This is an optimization exercise on Yosys and OpenROAD, whose aim is small area and a short achievable clock period, not a production implementation.
At most, simulation tests tie the RTL to the original design; equivalence was not proved.
No driver is modelled on the clock port, so clocking that relies on it looks cheaper here than on a real chip.

Design mdu_ctrl, start of the top module:
module mdu_ctrl (
  input  logic        clk,
  input  logic        reset,
  input  logic [3:0]  op,
  input  logic        valid,
  input  logic        flush,
  input  logic [31:0] A,
  input  logic [31:0] B,
  output logic        start,
  output logic        busy,
  output logic [31:0] out,
  output logic [31:0] HI,
  output logic [31:0] LO
);
export LEC_CHECK = 0
export CAP_MARGIN = 20
export CORE_MARGIN = 2
export CORE_UTILIZATION = 40
export SLEW_MARGIN = 20
create_clock -name core_clock -period 150.0 [get_ports {clk}]
standard.sh (not shown) runs the stock make flow with config.mk's settings and CLKGATE_MAP_FILE= SYNTH_SCRIPT=/design/flow/synth_recipe.tcl, a recipe that flattens the netlist after the stock synthesis.
==> flow/flow/run.sh <==
#!/bin/bash
# The standard ORFS layout, with the smallest buffer on the ports.
set -euo pipefail
bash standard.sh BUFFER_PORTS_ARGS="-buffer_cell sky130_fd_sc_hd__buf_1" finish > standard_flow.log 2>&1
The first run produced a clean layout.
Rerun with:
Settings changed: CORE_UTILIZATION 40 to 60, CTS_BUF_LIST from default to sky130_fd_sc_hd__clkbuf_8, CTS_CLUSTER_SIZE from default to 30.
Cell area falls by a few percent.
Die area falls by a quarter to a third.
Cell count falls by a little under a tenth.
Non-clock buffer count rises by 1.
Clock skew rises by 0.016 ns.
Synthesized area does not change.
Clock-buffer cell count falls by 3.
Function was not checked in any run of this note: the RTL went through the layout flow alone.

---

mdu_ctrl, a different RTL version from the one above (not shown whole).
Size in the first run: ~1700 cells after synthesis, about 180 flip-flops, about 0.015 mm^2 of cells after synthesis.
clock: 150.0 ns
lec_check: 0
cap_margin: 20
core_margin: 2
core_utilization: 70
slew_margin: 20
==> flow/flow/run.sh <==
#!/bin/bash
# The standard ORFS layout, with the smallest buffer on the ports and a clock tree
# without dummy loads and with larger sink clusters (fewer clkbuf_16 leaves).
set -euo pipefail
bash standard.sh \
  BUFFER_PORTS_ARGS="-buffer_cell sky130_fd_sc_hd__buf_1" \
  CTS_ARGS="-sink_clustering_enable -repair_clock_nets -dont_use_dummy_load -sink_clustering_size 25 -sink_clustering_max_diameter 100" \
  finish > standard_flow.log 2>&1
Next try:
==> flow/flow/run.sh (replaced) <==
#!/bin/bash
# The standard ORFS layout, with the smallest buffer on the ports and a clock tree
# without dummy loads.
set -euo pipefail
bash standard.sh \
  BUFFER_PORTS_ARGS="-buffer_cell sky130_fd_sc_hd__buf_1" \
  CTS_ARGS="-sink_clustering_enable -repair_clock_nets -dont_use_dummy_load" \
  finish > standard_flow.log 2>&1
CORE_UTILIZATION = 65   (was 70)
Flip-flop and latch count does not change.
Via count drops slightly.
Cell area climbs slightly.
Critical path depth does not change.
Die area climbs by a little under a tenth.
Worst hold slack gets worse by 0.020 ns.
Next try:
CAP_MARGIN = 10   (was 20)
CORE_UTILIZATION = 75   (was 65)
SLEW_MARGIN = 10   (was 20)
Synthesized area is unchanged; core utilization came out higher by 11 points; final area shrinks by 0.37%; count of clock-buffer cells in the layout does not change; fmax stays flat; wire length rises by 1.7%; via count came out higher by about 4%; cell count shrinks by 2.4%; setup slack loses 0.012 ns.

---

The RTL this note starts from:
==> flow/design.v <==
module mdu_ctrl (
  input  logic        clk,
  input  logic        reset,
  input  logic [3:0]  op,
  input  logic        valid,
  input  logic        flush,
  input  logic [31:0] A,
  input  logic [31:0] B,
  output logic        start,
  output logic        busy,
  output logic [31:0] out,
  output logic [31:0] HI,
  output logic [31:0] LO
);
  localparam int W = 35;
  logic        busy_q;
  logic [3:0]  cnt_q;       
  logic        md_q;        
  logic        sg_q;        
  logic        nr_q;        
  logic        qp_q;        
  logic [31:0] hi_q, lo_q;
  logic [31:0] m_q;         
  logic [35:0] q_q;         
  logic [W-1:0] r_q;        
  wire is_mul = (op == 4'd1) | (op == 4'd2);
  wire is_div = (op == 4'd3) | (op == 4'd4);
  wire is_sg  = (op == 4'd1) | (op == 4'd3);
  wire accept = valid & ~flush & ~busy_q;
  assign start = accept & (is_mul | is_div);
  assign busy  = busy_q;
  assign HI    = hi_q;
  assign LO    = lo_q;
  always_comb begin
    out = 32'd0;
    if (op == 4'd7)      out = hi_q;
    else if (op == 4'd8) out = lo_q;
  end
  wire first = (cnt_q == 4'h1);
  wire c4    = (cnt_q == 4'h3);
  wire c9    = (cnt_q == 4'hb);
  wire mfix  = ~md_q & c4;                 
  wire dfix  =  md_q & c9;                 
  wire last  = md_q ? c9 : c4;
  wire dstep =  md_q & ~c9;
  wire sd    = sg_q & m_q[31];             
  wire nq    = md_q & (sd ^ nr_q);         
  wire dz    = (m_q == 32'd0);
  wire [W-1:0] mx = {{(W-32){sd}}, m_q};
  logic       tsel [4];
  logic       r0u, r0l;
  logic       one [4], two [4], bneg [4];
  logic       dbit [4];
  logic       inv0;
  logic [W-1:0] s [4];
  always_comb begin
    for (int i = 0; i < 4; i++) begin
      one[i] = 1'b0; two[i] = 1'b0; bneg[i] = 1'b0; dbit[i] = 1'b0;
      tsel[i] = 1'b0;
    end
    r0u = 1'b0; r0l = 1'b0; inv0 = 1'b0;
    if (~md_q) begin
      if (~c4) begin
        for (int i = 0; i < 4; i++) begin
          logic x0, x1, x2;
          x0 = (i == 0) ? qp_q : q_q[2*i-1];
          x1 = q_q[2*i];
          x2 = q_q[2*i+1];
          one[i]  = x1 ^ x0;
          two[i]  = (x2 & ~x1 & ~x0) | (~x2 & x1 & x0);
          bneg[i] = x2;
          tsel[i] = 1'b1;
        end
        tsel[0] = ~first;
      end else begin
        tsel[0] = 1'b1; one[0] = ~sg_q & qp_q;
        tsel[3] = 1'b1;
      end
    end else begin
      if (~c9) begin
        for (int i = 0; i < 4; i++) begin
          dbit[i] = q_q[35-i];
          one[i]  = 1'b1;
        end
        r0l = ~first;
      end else begin
        r0u = 1'b1; inv0 = nr_q;
        two[1] = r_q[32]; bneg[1] = r_q[32] & (sd ^ nr_q);
        tsel[3] = 1'b1;
      end
    end
  end
  logic sprev [4];
  assign sprev[0] = first ? 1'b0 : r_q[32];
  assign sprev[1] = s[0][32];
  assign sprev[2] = s[1][32];
  assign sprev[3] = s[2][32];
  genvar gi, gj;
  generate
    for (gi = 0; gi < 4; gi++) begin : g_row
      logic [W-1:0] prev, ain, xv;
      logic [W:0]   cy;
      logic         neg, ivt;
      if (gi == 0) begin : g_p0
        assign prev = r_q;
      end else begin : g_pn
        assign prev = s[gi-1];
      end
      assign neg = dstep ? ~(sprev[gi] ^ sd) : bneg[gi];
      assign ivt = (gi == 0) ? inv0 : 1'b0;
      for (gj = 0; gj < W; gj++) begin : g_bit
        wire t_in = prev[(gj + 2 < W) ? gj + 2 : W-1];
        wire l_in = (gj == 0) ? dbit[gi] : prev[(gj > 0) ? gj-1 : 0];
        wire a0;
        if (gi == 0) begin : g_r0
          assign a0 = r0u ? prev[gj] : tsel[0] ? t_in : (r0l | (gj == 0)) ? l_in : 1'b0;
        end else begin : g_rn
          assign a0 = tsel[gi] ? t_in : l_in;
        end
        assign ain[gj] = a0 ^ ivt;
        if (gj == 0) begin : g_x0
          assign xv[gj] = (one[gi] & mx[gj]) ^ neg;
        end else begin : g_xn
          assign xv[gj] = ((one[gi] & mx[gj]) | (two[gi] & mx[gj-1])) ^ neg;
        end
        assign s[gi][gj]  = ain[gj] ^ xv[gj] ^ cy[gj];
        assign cy[gj+1]   = (ain[gj] & xv[gj]) | (cy[gj] & (ain[gj] ^ xv[gj]));
      end
      assign cy[0] = neg | ivt;
    end
  endgenerate
  wire        a_n    = (op == 4'd3) & A[31];
  wire [31:0] ng_in  = busy_q ? q_q[31:0] : A;
  wire        ng_en  = busy_q ? nq : a_n;
  wire [31:0] ng_out = ng_en ? (~ng_in + 32'd1) : ng_in;
  wire [31:0] a_abs  = ng_out;
  wire [31:0] res_lo = ng_out;
  always_ff @(posedge clk) begin
    r_q <= s[3];
    if (~busy_q) begin
      cnt_q <= 4'h1;
      md_q  <= is_div;
      sg_q  <= is_sg;
      nr_q  <= a_n;
      qp_q  <= 1'b0;
      m_q   <= B;
      q_q   <= {4'd0, a_abs};
    end else begin
      cnt_q <= {cnt_q[2:0], cnt_q[3] ^ cnt_q[2]};
      qp_q  <= q_q[7];
      q_q[35:32] <= q_q[31:28];
      if (~md_q)
        q_q[31:0] <= {s[3][1:0], s[2][1:0], s[1][1:0], s[0][1:0], q_q[31:8]};
      else
        q_q[31:0] <= {q_q[27:0], ~s[0][32], ~s[1][32], ~s[2][32], ~s[3][32]};
    end
  end
  wire wr_hi  = accept & (op == 4'd5);
  wire wr_lo  = accept & (op == 4'd6);
  wire commit = busy_q & last & ~(md_q & dz);
  wire [31:0] hi_d = ({32{wr_hi}} & A) | ({32{commit}} & s[3][31:0]) | ({32{~wr_hi & ~commit}} & hi_q);
  wire [31:0] lo_d = (wr_lo | commit) ? res_lo : lo_q;
  always_ff @(posedge clk or negedge reset) begin
    if (!reset) begin
      busy_q <= 1'b0;
      hi_q   <= 32'd0;
      lo_q   <= 32'd0;
    end else begin
      busy_q <= busy_q ? ~last : start;
      hi_q   <= hi_d;
      lo_q   <= lo_d;
    end
  end
endmodule
Settings: LEC_CHECK=0, CAP_MARGIN=20, CORE_MARGIN=2, CORE_UTILIZATION=65, SLEW_MARGIN=20; clock period 150.0 ns.
==> flow/flow/run.sh <==
#!/bin/bash
# The standard ORFS layout with these changes:
#  - synthesis is the standard flow's own script, except that ABC maps the logic with an area-oriented
#    script (flow/abc_amap.script, written by flow/synth_patch.py); registers are unchanged;
#  - the ports get the smallest buffer;
#  - the clock tree uses no dummy loads, and its leaf buffers are downsized after CTS
#    (flow/cts_downsize.tcl) while flip-flop clock-pin slews stay under 100 ps.
set -euo pipefail
here=$(pwd)
python3 flow/synth_patch.py > synth_patch.log 2>&1
bash standard.sh \
  SYNTH_SCRIPT="$here/synth_recipe_amap.tcl" \
  BUFFER_PORTS_ARGS="-buffer_cell sky130_fd_sc_hd__buf_1" \
  CTS_ARGS="-sink_clustering_enable -repair_clock_nets -dont_use_dummy_load" \
  POST_CTS_TCL="$here/flow/cts_downsize.tcl" \
  finish > standard_flow.log 2>&1
==> flow/flow/abc_amap.script <==
strash
dch
amap
strash
dch
amap
topo
stime -c
buffer -c
upsize -c
dnsize -c
==> flow/flow/synth_patch.py <==
"""Writes this flow's synthesis scripts into the work folder: bench's synth_recipe.tcl with ORFS's
synth.tcl replaced by a copy whose only change is that ABC's technology mapping runs
flow/abc_amap.script (area-oriented mapping) instead of ORFS's delay-oriented script.
Registers are not touched by that ABC call, so they come out as in the standard synthesis."""
import os, sys

work = os.getcwd()
flow_home = os.environ["FLOW_HOME"]
abc_script = os.path.join(work, "flow", "abc_amap.script")

src = open(os.path.join(flow_home, "scripts", "synth.tcl")).read()
anchor = "source $::env(SCRIPTS_DIR)/synth_preamble.tcl\n"
if src.count(anchor) != 1:
    sys.exit("synth.tcl: preamble line not found")
src = src.replace(
    anchor,
    anchor + "set abc_args [lreplace $abc_args 1 1 {%s}]\nputs \"abc args: $abc_args\"\n" % abc_script,
)
open(os.path.join(work, "synth_amap.tcl"), "w").write(src)

bench = open(os.path.join(work, "synth_recipe.tcl")).read()
line = "source $::env(SCRIPTS_DIR)/synth.tcl\n"
if bench.count(line) != 1:
    sys.exit("synth_recipe.tcl: synth.tcl line not found")
bench = bench.replace(line, "source {%s}\n" % os.path.join(work, "synth_amap.tcl"))
open(os.path.join(work, "synth_recipe_amap.tcl"), "w").write(bench)
Other scripts of this flow, unchanged in this note and not shown: flow/flow/cts_downsize.tcl
Edit:
--- a/flow/flow/run.sh
+++ b/flow/flow/run.sh
@@ -6,3 +6,4 @@
 #  - the clock tree uses no dummy loads, and its leaf buffers are downsized after CTS
-#    (flow/cts_downsize.tcl) while flip-flop clock-pin slews stay under 100 ps.
+#    (flow/cts_downsize.tcl) while flip-flop clock-pin slews stay under 100 ps;
+#  - timing repair after CTS aims for 88.8 ns of setup slack (a 61.2 ns period) instead of 0.
 set -euo pipefail
@@ -15,2 +16,3 @@
   POST_CTS_TCL="$here/flow/cts_downsize.tcl" \
+  SETUP_SLACK_MARGIN=88.8 \
   finish > standard_flow.log 2>&1
==> flow/flow/abc_amap.script (replaced) <==
strash
dch
amap
topo
stime -c
buffer -c
upsize -c
dnsize -c
Result: Register-to-register slack gets better by 1600 ps; die area climbs slightly; worst hold slack gets better by 12 ps; core utilization climbs by 0.60 points; sequential cell count is unchanged.
Edit:
--- a/flow/flow/run.sh
+++ b/flow/flow/run.sh
@@ -6,4 +6,3 @@
 #  - the clock tree uses no dummy loads, and its leaf buffers are downsized after CTS
-#    (flow/cts_downsize.tcl) while flip-flop clock-pin slews stay under 100 ps;
-#  - timing repair after CTS aims for 88.8 ns of setup slack (a 61.2 ns period) instead of 0.
+#    (flow/cts_downsize.tcl) while flip-flop clock-pin slews stay under 100 ps.
 set -euo pipefail
@@ -16,3 +15,2 @@
   POST_CTS_TCL="$here/flow/cts_downsize.tcl" \
-  SETUP_SLACK_MARGIN=88.8 \
   finish > standard_flow.log 2>&1
==> flow/flow/abc_amap.script (replaced) <==
strash
dch
amap
strash
dch
amap
topo
stime -c
buffer -c
upsize -c
dnsize -c
Settings changed: PLACE_DENSITY set to 0.75.
Critical path depth is unchanged; global-route usage stays flat; hold slack is worse by 12 ps; cell area decreases slightly; wire length falls slightly.
Edit:
==> flow/flow/run.sh (replaced) <==
#!/bin/bash
# The standard ORFS layout, with the smallest buffer on the ports, a clock tree
# without dummy loads, and the clock tree's leaf buffers downsized after CTS
# (flow/cts_downsize.tcl) while flip-flop clock-pin slews stay under 100 ps.
set -euo pipefail
here=$(pwd)
bash standard.sh \
  BUFFER_PORTS_ARGS="-buffer_cell sky130_fd_sc_hd__buf_1" \
  CTS_ARGS="-sink_clustering_enable -repair_clock_nets -dont_use_dummy_load" \
  POST_CTS_TCL="$here/flow/cts_downsize.tcl" \
  finish > standard_flow.log 2>&1
Settings changed: GPL_ROUTABILITY_DRIVEN set to 0, GPL_TIMING_DRIVEN set to 0, PLACE_DENSITY 0.75 to unset.
removed: flow/flow/abc_amap.script
removed: flow/flow/synth_patch.py
The new run completed with no timing, DRC or antenna violations.
Design area rose by 9.7%.
Via count rose by 1.1%.
Setup slack gets worse by 360 ps.
Non-clock buffer count grows by 129.
Routed wire length increases by 18%.

---

Setup of job 101:
Starts from the design.v that is shown in full above.
==> flow/config.mk <==
export PLATFORM = sky130hd
export DESIGN_NAME = mdu_ctrl
export DESIGN_NICKNAME = mdu_ctrl
export VERILOG_FILES = /design/flow/design.v
export SDC_FILE = /design/flow/constraint.sdc
export NUM_CORES = 4
export LEC_CHECK = 0
export CAP_MARGIN = 20
export CORE_MARGIN = 2
export CORE_UTILIZATION = 65
export SLEW_MARGIN = 20
==> flow/constraint.sdc <==
create_clock -name core_clock -period 150.0 [get_ports {clk}]
set_input_delay 30.0000 -clock core_clock [delete_from_list [all_inputs] [get_ports {clk}]]
set_output_delay 30.0000 -clock core_clock [all_outputs]
set_load 0.01 [all_outputs]
==> flow/flow/run.sh <==
#!/bin/bash
# The standard ORFS layout, with the smallest buffer on the ports, a clock tree
# without dummy loads, and the clock tree's leaf buffers downsized after CTS
# (flow/cts_downsize.tcl) while flip-flop clock-pin slews stay under 100 ps.
set -euo pipefail
here=$(pwd)
bash standard.sh \
  BUFFER_PORTS_ARGS="-buffer_cell sky130_fd_sc_hd__buf_1" \
  CTS_ARGS="-sink_clustering_enable -repair_clock_nets -dont_use_dummy_load" \
  POST_CTS_TCL="$here/flow/cts_downsize.tcl" \
  finish > standard_flow.log 2>&1
==> flow/flow/cts_downsize.tcl <==
set my_slew_cap_ns 0.100

proc my_clk_pin_slew_max {} {
  set worst 0.0
  foreach pin [all_registers -clock_pins] {
    foreach edge {rise fall} {
      foreach an {min max} {
        set s [get_property $pin slew_${an}_$edge]
        if {$s > $worst} { set worst $s }
      }
    }
  }
  return $worst
}

estimate_parasitics -placement
puts "clock downsize: clock pin slew before [my_clk_pin_slew_max] ns"
foreach inst [[ord::get_db_block] getInsts] {
  if {[[$inst getMaster] getName] ne "sky130_fd_sc_hd__clkbuf_16"} { continue }
  set name [$inst getName]
  set onet [[$inst findITerm X] getNet]
  set inet [[$inst findITerm A] getNet]
  if {$onet eq "NULL" || $inet eq "NULL"} { continue }
  if {[$onet getSigType] ne "CLOCK"} { continue }
  # keep the root buffer, the one the clock port drives
  if {[llength [$inet getBTerms]] > 0} { continue }
  foreach cand {sky130_fd_sc_hd__clkbuf_4 sky130_fd_sc_hd__clkbuf_8} {
    replace_cell [get_cells $name] $cand
    estimate_parasitics -placement
    if {[my_clk_pin_slew_max] <= $my_slew_cap_ns} {
      puts "clock downsize: $name -> $cand"
      break
    }
    replace_cell [get_cells $name] sky130_fd_sc_hd__clkbuf_16
    estimate_parasitics -placement
  }
}
puts "clock downsize: clock pin slew after [my_clk_pin_slew_max] ns"
Changes in job 102 relative to job 101:
==> flow/flow/run.sh <==
#!/bin/bash
# The standard ORFS layout with these changes:
#  - synthesis is the standard flow's own script, except that ABC maps the logic with an area-oriented
#    script (flow/abc_amap.script, written by flow/synth_patch.py); registers are unchanged;
#  - the ports get the smallest buffer;
#  - the clock tree uses no dummy loads, and its leaf buffers are downsized after CTS
#    (flow/cts_downsize.tcl) while flip-flop clock-pin slews stay under 110 ps (placement estimate);
#  - timing repair after CTS aims for 88.8 ns of setup slack (a 61.2 ns period) instead of 0.
set -euo pipefail
here=$(pwd)
python3 flow/synth_patch.py > synth_patch.log 2>&1
bash standard.sh \
  SYNTH_SCRIPT="$here/synth_recipe_amap.tcl" \
  BUFFER_PORTS_ARGS="-buffer_cell sky130_fd_sc_hd__buf_1" \
  CTS_ARGS="-sink_clustering_enable -repair_clock_nets -dont_use_dummy_load" \
  POST_CTS_TCL="$here/flow/cts_downsize.tcl" \
  SETUP_SLACK_MARGIN=88.8 \
  finish > standard_flow.log 2>&1
==> flow/flow/abc_amap.script (new file) <==
strash
dch
amap
strash
dch
amap
topo
stime -c
buffer -c
upsize -c
dnsize -c
-- flow/flow/cts_downsize.tcl --
<<< job 101, line 1
set my_slew_cap_ns 0.100

proc my_clk_pin_slew_max {} {
>>> job 102, line 1
set my_slew_cap_ns 0.110

proc my_clk_pin_slew_max {} {
==> flow/flow/synth_patch.py (new file) <==
"""Writes this flow's synthesis scripts into the work folder: bench's synth_recipe.tcl with ORFS's
synth.tcl replaced by a copy whose only change is that ABC's technology mapping runs
flow/abc_amap.script (area-oriented mapping) instead of ORFS's delay-oriented script.
Registers are not touched by that ABC call, so they come out as in the standard synthesis."""
import os, sys

work = os.getcwd()
flow_home = os.environ["FLOW_HOME"]
abc_script = os.path.join(work, "flow", "abc_amap.script")

src = open(os.path.join(flow_home, "scripts", "synth.tcl")).read()
anchor = "source $::env(SCRIPTS_DIR)/synth_preamble.tcl\n"
if src.count(anchor) != 1:
    sys.exit("synth.tcl: preamble line not found")
src = src.replace(
    anchor,
    anchor + "set abc_args [lreplace $abc_args 1 1 {%s}]\nputs \"abc args: $abc_args\"\n" % abc_script,
)
open(os.path.join(work, "synth_amap.tcl"), "w").write(src)

bench = open(os.path.join(work, "synth_recipe.tcl")).read()
line = "source $::env(SCRIPTS_DIR)/synth.tcl\n"
if bench.count(line) != 1:
    sys.exit("synth_recipe.tcl: synth.tcl line not found")
bench = bench.replace(line, "source {%s}\n" % os.path.join(work, "synth_amap.tcl"))
open(os.path.join(work, "synth_recipe_amap.tcl"), "w").write(bench)
[summary]
Higher sequential share of layout area goes to job 102 over job 101. Global-route usage over all layers for job 102: 2.6 points up relative to job 101. Going from job 101 to job 102, post-route minimum period decreased by 0.10 ns relative to the old numbers, fraction of the cycle the final worst path needs closely matched the old numbers. Non-clock buffer share of cell area, job 101 and job 102: higher on job 102. Job 102 vs. job 101: total of plain and repair buffers excluding clock buffers went up about 3%, layout overhead on the synthesized area went up 2.8 points.
Input-level comparison between job 103 and job 102:
==> flow/flow/run.sh <==
#!/bin/bash
# The standard ORFS layout with these changes:
#  - synthesis is the standard flow's own script, except that ABC maps the logic with an area-oriented
#    script (flow/abc_amap.script, written by flow/synth_patch.py); registers are unchanged;
#  - the ports get the smallest buffer;
#  - the clock tree uses no dummy loads, and its leaf buffers are downsized after CTS
#    (flow/cts_downsize.tcl) while flip-flop clock-pin slews stay under 100 ps.
set -euo pipefail
here=$(pwd)
python3 flow/synth_patch.py > synth_patch.log 2>&1
bash standard.sh \
  SYNTH_SCRIPT="$here/synth_recipe_amap.tcl" \
  BUFFER_PORTS_ARGS="-buffer_cell sky130_fd_sc_hd__buf_1" \
  CTS_ARGS="-sink_clustering_enable -repair_clock_nets -dont_use_dummy_load" \
  POST_CTS_TCL="$here/flow/cts_downsize.tcl" \
  finish > standard_flow.log 2>&1
-- flow/flow/cts_downsize.tcl --
<<< job 102, line 1
set my_slew_cap_ns 0.110

proc my_clk_pin_slew_max {} {
>>> job 103, line 1
set my_slew_cap_ns 0.100

proc my_clk_pin_slew_max {} {
-- flow/config.mk --
<<< job 102, line 9
export CORE_MARGIN = 2
export CORE_UTILIZATION = 65
export SLEW_MARGIN = 20
>>> job 103, line 9
export CORE_MARGIN = 2
export CORE_UTILIZATION = 65
export PLACE_DENSITY = 0.85
export SLEW_MARGIN = 20
Results
- Job 103 vs job 102 — post-place setup slack dropped 0.054 ns.
- Going from job 102 to job 103, post-layout worst setup margin shrinks by 0.41 ns.
- A origin of the worst setup path of op[0] is what job 102 shows, while op[1] belongs to job 103.
- Compared with job 102, in job 103 shortest period the worst path allows now larger, path length in cells of the critical path comparable, via count of the first global-routing pass now smaller, final standard cell count with taps included and fillers excluded now smaller, total non-filler cell area in the finished layout now smaller.
- Looking at maximum number of pins on one net before global-route repair, job 103 sits 11 below job 102.
- The global-route usage in job 103 was lower than what job 102 gave.
The following lists how job 104 was set up differently from job 103:
==> flow/flow/run.sh <==
#!/bin/bash
# The standard ORFS layout with these changes:
#  - synthesis is the standard flow's own script, except that ABC maps the logic with an area-oriented
#    script (flow/abc_amap.script, written by flow/synth_patch.py); registers are unchanged;
#  - the ports get the smallest buffer;
#  - the clock tree uses no dummy loads, and its leaf buffers are downsized after CTS
#    (flow/cts_downsize.tcl) while flip-flop clock-pin slews stay under 100 ps;
#  - timing repair after CTS aims for 88.8 ns of setup slack (a 61.2 ns period) instead of 0.
set -euo pipefail
here=$(pwd)
python3 flow/synth_patch.py > synth_patch.log 2>&1
bash standard.sh \
  SYNTH_SCRIPT="$here/synth_recipe_amap.tcl" \
  BUFFER_PORTS_ARGS="-buffer_cell sky130_fd_sc_hd__buf_1" \
  CTS_ARGS="-sink_clustering_enable -repair_clock_nets -dont_use_dummy_load" \
  POST_CTS_TCL="$here/flow/cts_downsize.tcl" \
  SETUP_SLACK_MARGIN=88.8 \
  finish > standard_flow.log 2>&1
-- flow/config.mk --
<<< job 103, line 9
export CORE_MARGIN = 2
export CORE_UTILIZATION = 65
export PLACE_DENSITY = 0.85
export SLEW_MARGIN = 20
>>> job 104, line 9
export CORE_MARGIN = 2
export CORE_UTILIZATION = 65
export SLEW_MARGIN = 20
### Flow results
- Non-clock buffer count (job 104 vs. job 103) increases by a few percent
- On job 104: post-route standard cell area excluding fillers is 240 um^2 higher than what job 103 gave.
- Relative to job 103, cell count has increased by 0.58% in job 104.
- Job 104 vs job 103: number of non-clock inverters in the layout up slightly
diff inputs: job 104 => job 105
==> flow/flow/run.sh <==
#!/bin/bash
# The standard ORFS layout with these changes:
#  - synthesis is the standard flow's own script, except that ABC maps the logic with an area-oriented
#    script (flow/abc_amap.script, written by flow/synth_patch.py); registers are unchanged;
#  - the ports get the smallest buffer;
#  - the clock tree uses no dummy loads, and its leaf buffers are downsized after CTS
#    (flow/cts_downsize.tcl) while flip-flop clock-pin slews stay under 100 ps.
set -euo pipefail
here=$(pwd)
python3 flow/synth_patch.py > synth_patch.log 2>&1
bash standard.sh \
  SYNTH_SCRIPT="$here/synth_recipe_amap.tcl" \
  BUFFER_PORTS_ARGS="-buffer_cell sky130_fd_sc_hd__buf_1" \
  CTS_ARGS="-sink_clustering_enable -repair_clock_nets -dont_use_dummy_load" \
  POST_CTS_TCL="$here/flow/cts_downsize.tcl" \
  finish > standard_flow.log 2>&1
==> flow/flow/abc_amap.script <==
strash
dch
amap
topo
stime -c
buffer -c
upsize -c
dnsize -c
Results
- Final critical delay including setup and external delays, job 104 and job 105: lower on job 105
- Job 105 ends up with higher sequential share of layout area than job 104 does.
- Re global-route usage: job 104 was higher than job 105.

## port drivers added, routing unchanged
The results above use ideal ports. As a check the final layouts listed here were re-extracted and re-timed, cells and wires unchanged.
Step 1 (the two cells are an assumption about what drives the block):
set clk [get_ports {clk}]
set_driving_cell -lib_cell sky130_fd_sc_hd__clkbuf_16 $clk
set_driving_cell -lib_cell sky130_fd_sc_hd__buf_2 [delete_from_list [all_inputs] $clk]
Step 2, shift: input delay + t, output delay - t, t = (earliest + latest rising clock arrival at the registers) / 2. This alone moves slack from input paths to output paths.
Slacks: no drivers / after step 1 / after step 2; pairs: no drivers / after step 1.
run | t (ns) | setup WS [ns] | slew at the worst register clock pin (ns)
the first run of note 1 | 0.512 | 88.740 / 88.718 / 88.718 | 0.08 / 0.08
the second run of note 1 | 0.541 | 88.753 / 88.729 / 88.729 | 0.13 / 0.13
the first run of note 2 | 0.480 | 88.762 / 88.740 / 88.740 | 0.09 / 0.09
the second run of note 2 | 0.482 | 88.742 / 88.713 / 88.713 | 0.08 / 0.08
the third run of note 2 | 0.479 | 88.730 / 88.669 / 88.669 | 0.08 / 0.08
the first run of note 3 | 0.432 | 88.449 / 88.422 / 88.422 | 0.09 / 0.09
the second run of note 3 | 0.439 | 88.983 / 88.962 / 88.962 | 0.11 / 0.11
the third run of note 3 | 0.432 | 88.449 / 88.422 / 88.422 | 0.09 / 0.09
the fourth run of note 3 | 0.458 | 88.094 / 88.068 / 88.068 | 0.11 / 0.11
job 101 | 0.434 | 88.735 / 88.707 / 88.707 | 0.10 / 0.10
job 102 | 0.437 | 88.837 / 88.819 / 88.819 | 0.11 / 0.11
job 103 | 0.448 | 88.432 / 88.410 / 88.410 | 0.10 / 0.10
job 104 | 0.441 | 88.835 / 88.810 / 88.810 | 0.10 / 0.10
job 105 | 0.436 | 88.947 / 88.923 / 88.923 | 0.10 / 0.10
After both steps every run listed still meets setup and hold. The setup slack of the third run of note 2, which loses most, moves by -0.061 ns with the drivers and by -0.061 ns with both steps.
